What follows belongs to an exercise in optimizing a design on an open flow for small area, a short achievable clock period and few clock cycles per item; a production flow would make more cautious choices.
At most, simulation tests tie the RTL to the original design; equivalence was not proved.

main:
==> flow/design.v <==
package aaci_pkg;
   localparam logic [1:0] CMD_ADD = 2'd0;
   localparam logic [1:0] CMD_SUB = 2'd1;
   localparam logic [1:0] CMD_MUL = 2'd2;
   localparam logic [1:0] CMD_BYE = 2'd3;
   localparam logic [2:0] ST_OK       = 3'd0;
   localparam logic [2:0] ST_BAD_CMD  = 3'd1;
   localparam logic [2:0] ST_FEW_ARGS = 3'd2;
   localparam logic [2:0] ST_MANY     = 3'd3;
   localparam logic [2:0] ST_BAD_IN   = 3'd4;
   localparam logic [2:0] ST_BYE      = 3'd5;
   localparam logic [2:0] ST_OVERFLOW = 3'd6;
endpackage
module ascii_arith_command_interpreter (
   input  logic        clock,
   input  logic        reset,
   input  logic        req_valid,
   output logic        req_ready,
   input  logic [7:0]  req_byte_req,
   output logic        rsp_valid,
   input  logic        rsp_ready,
   output logic [2:0]  rsp_status,
   output logic [31:0] rsp_value
);
   localparam logic [1:0] CMD_ADD = 2'd0;
   localparam logic [1:0] CMD_SUB = 2'd1;
   localparam logic [1:0] CMD_MUL = 2'd2;
   localparam logic [1:0] CMD_BYE = 2'd3;
   localparam logic [2:0] ST_OK       = 3'd0;
   localparam logic [2:0] ST_BAD_CMD  = 3'd1;
   localparam logic [2:0] ST_FEW_ARGS = 3'd2;
   localparam logic [2:0] ST_MANY     = 3'd3;
   localparam logic [2:0] ST_BAD_IN   = 3'd4;
   localparam logic [2:0] ST_BYE      = 3'd5;
   localparam logic [2:0] ST_OVERFLOW = 3'd6;
   localparam logic [1:0] M_FIRST = 2'd0;
   localparam logic [1:0] M_ADD   = 2'd1;
   localparam logic [1:0] M_SUB   = 2'd2;
   localparam logic [1:0] M_MUL   = 2'd3;
   logic        v_ff, v_in, rr_ff, rr_in;
   logic [7:0]  b_ff, b_in;
   logic        ign_ff, ign_in;        
   logic [7:0]  len_ff, len_in;        
   logic        full_ff, full_in;      
   logic [3:0]  pos_ff, pos_in;        
   logic [1:0]  cmd_ff, cmd_in;        
   logic        alive_ff, alive_in;    
   logic        nul_ff, nul_in;
   logic [2:0]  spc_ff, spc_in;        
   logic        badin_ff, badin_in;    
   logic        lastsp_ff, lastsp_in;  
   logic [31:0] rs_ff, t_ff, sum;
   logic [31:1] rc_ff;
   logic        rv_ff, rv_in;
   logic [2:0]  st_ff;
   logic [1:0]  mode_ff, mode_in;      
   logic        ps2_ff, ps4_ff, ps8_ff, qs1_ff, qs2_ff, qsn_ff;
   logic is_nl, is_sp, is_dig, is_nul, go, lend, spc0, word_end_ok;
   logic [3:0] name_len;
   logic [7:0] name_chr;
   logic [2:0] status;
   assign is_nl  = b_ff == 8'd10;
   assign is_sp  = b_ff == 8'd32;
   assign is_nul = b_ff == 8'd0;
   assign is_dig = b_ff[7:4] == 4'h3 && (!b_ff[3] || b_ff[2:1] == 2'b00);
   assign req_ready = rr_ff;
   assign go        = v_ff && rr_ff;
   assign lend      = go && !ign_ff && (is_nl || full_ff);
   assign spc0      = spc_ff == 3'd0;
   always_comb begin
      unique case (cmd_ff)
         CMD_ADD: name_len = 4'd3;
         CMD_SUB: name_len = 4'd8;
         CMD_MUL: name_len = 4'd8;
         default: name_len = 4'd3;
      endcase
      name_chr = 8'd0;
      unique case (cmd_ff)
         CMD_ADD: case (pos_ff)
            4'd1: name_chr = "d";
            4'd2: name_chr = "d";
            default: ;
         endcase
         CMD_SUB: case (pos_ff)
            4'd1: name_chr = "u";
            4'd2: name_chr = "b";
            4'd3: name_chr = "t";
            4'd4: name_chr = "r";
            4'd5: name_chr = "a";
            4'd6: name_chr = "c";
            4'd7: name_chr = "t";
            default: ;
         endcase
         CMD_MUL: case (pos_ff)
            4'd1: name_chr = "u";
            4'd2: name_chr = "l";
            4'd3: name_chr = "t";
            4'd4: name_chr = "i";
            4'd5: name_chr = "p";
            4'd6: name_chr = "l";
            4'd7: name_chr = "y";
            default: ;
         endcase
         default: case (pos_ff)
            4'd1: name_chr = "y";
            4'd2: name_chr = "e";
            default: ;
         endcase
      endcase
   end
   assign word_end_ok = alive_ff && pos_ff == name_len;
   always_comb begin
      if (nul_ff)
         status = ST_BAD_CMD;
      else if (spc_ff == 3'd5)
         status = ST_MANY;
      else if (spc0 ? !word_end_ok : !alive_ff)
         status = ST_BAD_CMD;
      else if (cmd_ff == CMD_BYE)
         status = ST_BYE;
      else if (spc_ff < 3'd2)
         status = ST_FEW_ARGS;
      else if (badin_ff || lastsp_ff)
         status = ST_BAD_IN;
      else
         status = ST_OK;
      if (!is_nl)
         status = ST_OVERFLOW;
   end
   always_comb begin
      ign_in    = ign_ff;
      len_in    = len_ff;
      pos_in    = pos_ff;
      cmd_in    = cmd_ff;
      alive_in  = alive_ff;
      nul_in    = nul_ff;
      spc_in    = spc_ff;
      badin_in  = badin_ff;
      lastsp_in = lastsp_ff;
      rv_in     = rv_ff && !rsp_ready;
      if (go) begin
         if (ign_ff) begin
            ign_in = !is_nl;
         end else if (lend) begin
            rv_in     = 1'b1;
            ign_in    = !is_nl;
            len_in    = '0;
            pos_in    = '0;
            cmd_in    = CMD_ADD;
            alive_in  = 1'b1;
            nul_in    = 1'b0;
            spc_in    = '0;
            badin_in  = 1'b0;
            lastsp_in = 1'b0;
         end else begin
            len_in    = len_ff + 8'd1;
            lastsp_in = is_sp;
            if (is_nul) begin
               nul_in = 1'b1;
            end
            if (is_sp) begin
               if (spc0) begin
                  alive_in = word_end_ok;
               end else if (lastsp_ff) begin
                  badin_in = 1'b1;
               end
               if (spc_ff != 3'd5) begin
                  spc_in = spc_ff + 3'd1;
               end
            end else if (spc0) begin
               pos_in = pos_ff + 4'd1;
               if (pos_ff == 4'd0) begin
                  alive_in = alive_ff && (b_ff == "a" || b_ff == "s" || b_ff == "m" || b_ff == "b");
                  cmd_in   = b_ff[4] ? CMD_SUB : b_ff[3] ? CMD_MUL : b_ff[1] ? CMD_BYE : CMD_ADD;
               end else if (pos_ff >= name_len || b_ff != name_chr) begin
                  alive_in = 1'b0;
               end
            end else if (!is_dig) begin
               badin_in = 1'b1;
            end
         end
      end
      full_in = len_in == 8'd255;
      v_in  = rr_ff ? req_valid : v_ff;
      b_in  = rr_ff ? req_byte_req : b_ff;
      rr_in = !(v_in && rv_in && (b_in == 8'd10 || b_in == 8'd32 || full_in));
      if (spc_in == 3'd1)
         mode_in = M_FIRST;
      else if (cmd_in == CMD_MUL)
         mode_in = M_MUL;
      else if (cmd_in == CMD_SUB)
         mode_in = M_SUB;
      else
         mode_in = M_ADD;
   end
   function automatic logic [5:0] selects(input logic [1:0] m, input logic [3:0] d);
      logic ps2, ps4, ps8, qs1, qs2, qsn;
      ps2 = 1'b0; ps4 = 1'b0; ps8 = 1'b0; qs1 = 1'b0; qs2 = 1'b0; qsn = 1'b0;
      unique case (m)
         M_FIRST: ;
         M_MUL: unique case (d)
            4'd1: qs1 = 1'b1;
            4'd2: ps2 = 1'b1;
            4'd3: begin ps2 = 1'b1; qs1 = 1'b1; end
            4'd4: ps4 = 1'b1;
            4'd5: begin ps4 = 1'b1; qs1 = 1'b1; end
            4'd6: begin ps4 = 1'b1; qs2 = 1'b1; end
            4'd7: begin ps8 = 1'b1; qs1 = 1'b1; qsn = 1'b1; end
            4'd8: ps8 = 1'b1;
            4'd9: begin ps8 = 1'b1; qs1 = 1'b1; end
            default: ;
         endcase
         default: begin
            ps8 = 1'b1;
            qs1 = 1'b1;
         end
      endcase
      selects = {ps2, ps4, ps8, qs1, qs2, qsn};
   endfunction
   logic [3:0]  d;
   logic        first, add, sub, mul;
   logic        k3, a2, a1, a0, b0, x0, p2, p1, p0;
   logic [31:0] o1, o2, o3, o4, opp, opq, s1, c1, s2, c2, s3, c3, s4, c4, x1, x2, x3;
   assign d     = b_ff[3:0];
   assign first = mode_ff == M_FIRST;
   assign add   = mode_ff == M_ADD;
   assign sub   = mode_ff == M_SUB;
   assign mul   = mode_ff == M_MUL;
   always_comb begin
      k3 = (first || add) && d[3];
      a2 = ((first || add) && d[2]) || (sub && !d[2] && !d[3]);
      a1 = ((first || add) && d[1]) || (sub && !d[1] && !d[3]);
      a0 = ((first || add) && d[0]) || (sub && !d[0]) || (mul && d == 4'd7);
      b0 = add || (sub && !d[3]);
      x0 = b0;
      p2 = add;
      p1 = add;
      p0 = add;
   end
   always_comb begin
      o1  = {rs_ff[28:0], a2, a1, a0};
      o2  = {rs_ff[30:0], b0};
      o3  = {rc_ff[28:1], k3, 3'd0};
      o4  = {rc_ff[30:1], 2'd0};
      opp = ({t_ff[30:0], 1'b0} & {32{ps2_ff}}) | ({t_ff[29:0], 2'b0} & {32{ps4_ff}})
          | ({t_ff[28:0], 3'b0} & {32{ps8_ff}}) | {29'd0, p2, p1, p0};
      opq = ((t_ff & {32{qs1_ff}}) | ({t_ff[30:0], 1'b0} & {32{qs2_ff}})) ^ {32{qsn_ff}};
      for (int i = 0; i < 32; i++) begin
         {c1[i], s1[i]} = 2'(o1[i]) + 2'(o2[i]) + 2'(o3[i]);
      end
      x1 = {c1[30:0], x0};
      for (int i = 0; i < 32; i++) begin
         {c2[i], s2[i]} = 2'(s1[i]) + 2'(x1[i]) + 2'(o4[i]);
      end
      x2 = {c2[30:0], 1'b0};
      for (int i = 0; i < 32; i++) begin
         {c3[i], s3[i]} = 2'(s2[i]) + 2'(x2[i]) + 2'(opp[i]);
      end
      x3 = {c3[30:0], 1'b0};
      for (int i = 0; i < 32; i++) begin
         {c4[i], s4[i]} = 2'(s3[i]) + 2'(x3[i]) + 2'(opq[i]);
      end
      sum = rs_ff + {rc_ff[31:1], 1'b0};
   end
   always_ff @(posedge clock) begin
      if (rr_ff) begin
         b_ff <= req_byte_req;
      end
   end
   always_ff @(posedge clock) begin
      if (reset) begin
         v_ff      <= 1'b0;
         rr_ff     <= 1'b1;
         rv_ff     <= 1'b0;
         ign_ff    <= 1'b0;
         len_ff    <= '0;
         full_ff   <= 1'b0;
         pos_ff    <= '0;
         cmd_ff    <= CMD_ADD;
         alive_ff  <= 1'b1;
         nul_ff    <= 1'b0;
         spc_ff    <= '0;
         badin_ff  <= 1'b0;
         lastsp_ff <= 1'b0;
      end else begin
         v_ff      <= v_in;
         rr_ff     <= rr_in;
         rv_ff     <= rv_in;
         ign_ff    <= ign_in;
         len_ff    <= len_in;
         full_ff   <= full_in;
         pos_ff    <= pos_in;
         cmd_ff    <= cmd_in;
         alive_ff  <= alive_in;
         nul_ff    <= nul_in;
         spc_ff    <= spc_in;
         badin_ff  <= badin_in;
         lastsp_ff <= lastsp_in;
      end
   end
   always_ff @(posedge clock) begin
      mode_ff <= mode_in;
      {ps2_ff, ps4_ff, ps8_ff, qs1_ff, qs2_ff, qsn_ff} <= selects(mode_in, b_in[3:0]);
   end
   always_ff @(posedge clock) begin
      if (lend) begin
         st_ff <= status;
      end
   end
   always_ff @(posedge clock) begin
      if (go && !ign_ff) begin
         if (lend) begin
            t_ff <= (status == ST_OK) ? sum : '0;
         end else if (is_sp) begin
            if (spc0) begin
               rs_ff <= '0;
               rc_ff <= '0;
            end else if (spc_ff != 3'd5) begin
               t_ff <= (cmd_ff == CMD_MUL) ? sum : ~sum;
               if (cmd_ff == CMD_MUL) begin
                  rs_ff <= '0;
                  rc_ff <= '0;
               end
            end
         end else if (is_dig && !spc0) begin
            rs_ff <= s4;
            rc_ff <= c4[30:0];
         end
      end
   end
   assign rsp_valid  = rv_ff;
   assign rsp_status = st_ff;
   assign rsp_value  = t_ff;
endmodule
clock: 10.0 ns
lec_check: 0
cap_margin: 20
core_margin: 2
core_utilization: 40
slew_margin: 20
standard.sh (not shown) runs the stock make flow with config.mk's settings and CLKGATE_MAP_FILE= SYNTH_SCRIPT=/design/flow/synth_recipe.tcl, a recipe that flattens the netlist after the stock synthesis.
==> flow/flow/run.sh <==
#!/bin/bash
# The standard layout, with the setup repair aiming for 6.9 ns of slack at the 10 ns clock
# (a 3.1 ns path target, about what the output paths allow) instead of none, so repair_timing
# works towards the period the design can reach.  Each tool's output goes to standard.log here.
bash standard.sh SETUP_SLACK_MARGIN=6.9 finish > standard.log 2>&1
Every stage of the flow completed for main, and the final layout passed the timing, design-rule and antenna checks.
Testbench counts of main, summed over its fixed seeds: cycles 85,220, lines 3,200.
#### Input delta (the feature branch over main)
--- a/flow/design.v
+++ b/flow/design.v
@@ -52,11 +52,11 @@
    logic [31:0] rs_ff, t_ff, sum;
    logic [31:1] rc_ff;
    logic        rv_ff, rv_in;
    logic [2:0]  st_ff;
    logic [1:0]  mode_ff, mode_in;      
-   logic        ps2_ff, ps4_ff, ps8_ff, qs1_ff, qs2_ff, qsn_ff;
+   logic        p2_sel, p4_sel, p8_sel, q1_sel, q2_sel, qn_sel;    
    logic is_nl, is_sp, is_dig, is_nul, go, lend, spc0, word_end_ok;
    logic [3:0] name_len;
    logic [7:0] name_chr;
    logic [2:0] status;
    assign is_nl  = b_ff == 8'd10;
@@ -220,10 +220,11 @@
    logic [3:0]  d;
    logic        first, add, sub, mul;
    logic        k3, a2, a1, a0, b0, x0, p2, p1, p0;
    logic [31:0] o1, o2, o3, o4, opp, opq, s1, c1, s2, c2, s3, c3, s4, c4, x1, x2, x3;
    assign d     = b_ff[3:0];
+   assign {p2_sel, p4_sel, p8_sel, q1_sel, q2_sel, qn_sel} = selects(mode_ff, d);
    assign first = mode_ff == M_FIRST;
    assign add   = mode_ff == M_ADD;
    assign sub   = mode_ff == M_SUB;
    assign mul   = mode_ff == M_MUL;
    always_comb begin
@@ -240,13 +241,13 @@
    always_comb begin
       o1  = {rs_ff[28:0], a2, a1, a0};
       o2  = {rs_ff[30:0], b0};
       o3  = {rc_ff[28:1], k3, 3'd0};
       o4  = {rc_ff[30:1], 2'd0};
-      opp = ({t_ff[30:0], 1'b0} & {32{ps2_ff}}) | ({t_ff[29:0], 2'b0} & {32{ps4_ff}})
-          | ({t_ff[28:0], 3'b0} & {32{ps8_ff}}) | {29'd0, p2, p1, p0};
-      opq = ((t_ff & {32{qs1_ff}}) | ({t_ff[30:0], 1'b0} & {32{qs2_ff}})) ^ {32{qsn_ff}};
+      opp = ({t_ff[30:0], 1'b0} & {32{p2_sel}}) | ({t_ff[29:0], 2'b0} & {32{p4_sel}})
+          | ({t_ff[28:0], 3'b0} & {32{p8_sel}}) | {29'd0, p2, p1, p0};
+      opq = ((t_ff & {32{q1_sel}}) | ({t_ff[30:0], 1'b0} & {32{q2_sel}})) ^ {32{qn_sel}};
       for (int i = 0; i < 32; i++) begin
          {c1[i], s1[i]} = 2'(o1[i]) + 2'(o2[i]) + 2'(o3[i]);
       end
       x1 = {c1[30:0], x0};
       for (int i = 0; i < 32; i++) begin
@@ -298,11 +299,10 @@
          lastsp_ff <= lastsp_in;
       end
    end
    always_ff @(posedge clock) begin
       mode_ff <= mode_in;
-      {ps2_ff, ps4_ff, ps8_ff, qs1_ff, qs2_ff, qsn_ff} <= selects(mode_in, b_in[3:0]);
    end
    always_ff @(posedge clock) begin
       if (lend) begin
          st_ff <= status;
       end
==> results.txt <==
The feature branch completed every stage of the flow, and the final layout passed the timing, design-rule and antenna checks. [compare] base=main new=the feature branch: core outline area now sits higher; clock slew at the register clock pins of the worst setup and hold paths barely changed; final instance count without filler cells increased by 50 relative to the old numbers; placed cell count rose by about 2.2%; hold violation count in the final report did not really move. ~same share of the clock period used by the worst path after layout in the feature branch and main. Between main and the feature branch, the setup skew after layout does not differ in any meaningful way.
No functional check of the RTL was part of the feature branch.

## re-timing with driven ports
No port has a modelled driver above. Below, the same layouts with a new extraction and two added sets of constraints.
Step 1 (the two cells are an assumption about what drives the block):
set clk [get_ports {clock}]
set_driving_cell -lib_cell sky130_fd_sc_hd__clkbuf_16 $clk
set_driving_cell -lib_cell sky130_fd_sc_hd__buf_2 [delete_from_list [all_inputs] $clk]
Step 2 times the ports against the registers' clock, not the clock port: input delays grow and output delays shrink by t, the midpoint of the rising clock arrivals with the driver on.
Three values: ideal ports, drivers, drivers and shift; two values: the first two.
run | t, ns | setup WS [ns] | worst register clock-pin slew, ns
main | 0.477 | 6.920 / 6.869 / 6.495 | 0.07 / 0.07
the feature branch | 0.479 | 6.918 / 6.867 / 6.509 | 0.07 / 0.07
After both steps setup and hold are still met in every run listed. The setup slack of main, which loses most, moves by -0.051 ns with the drivers and by -0.425 ns with both steps.
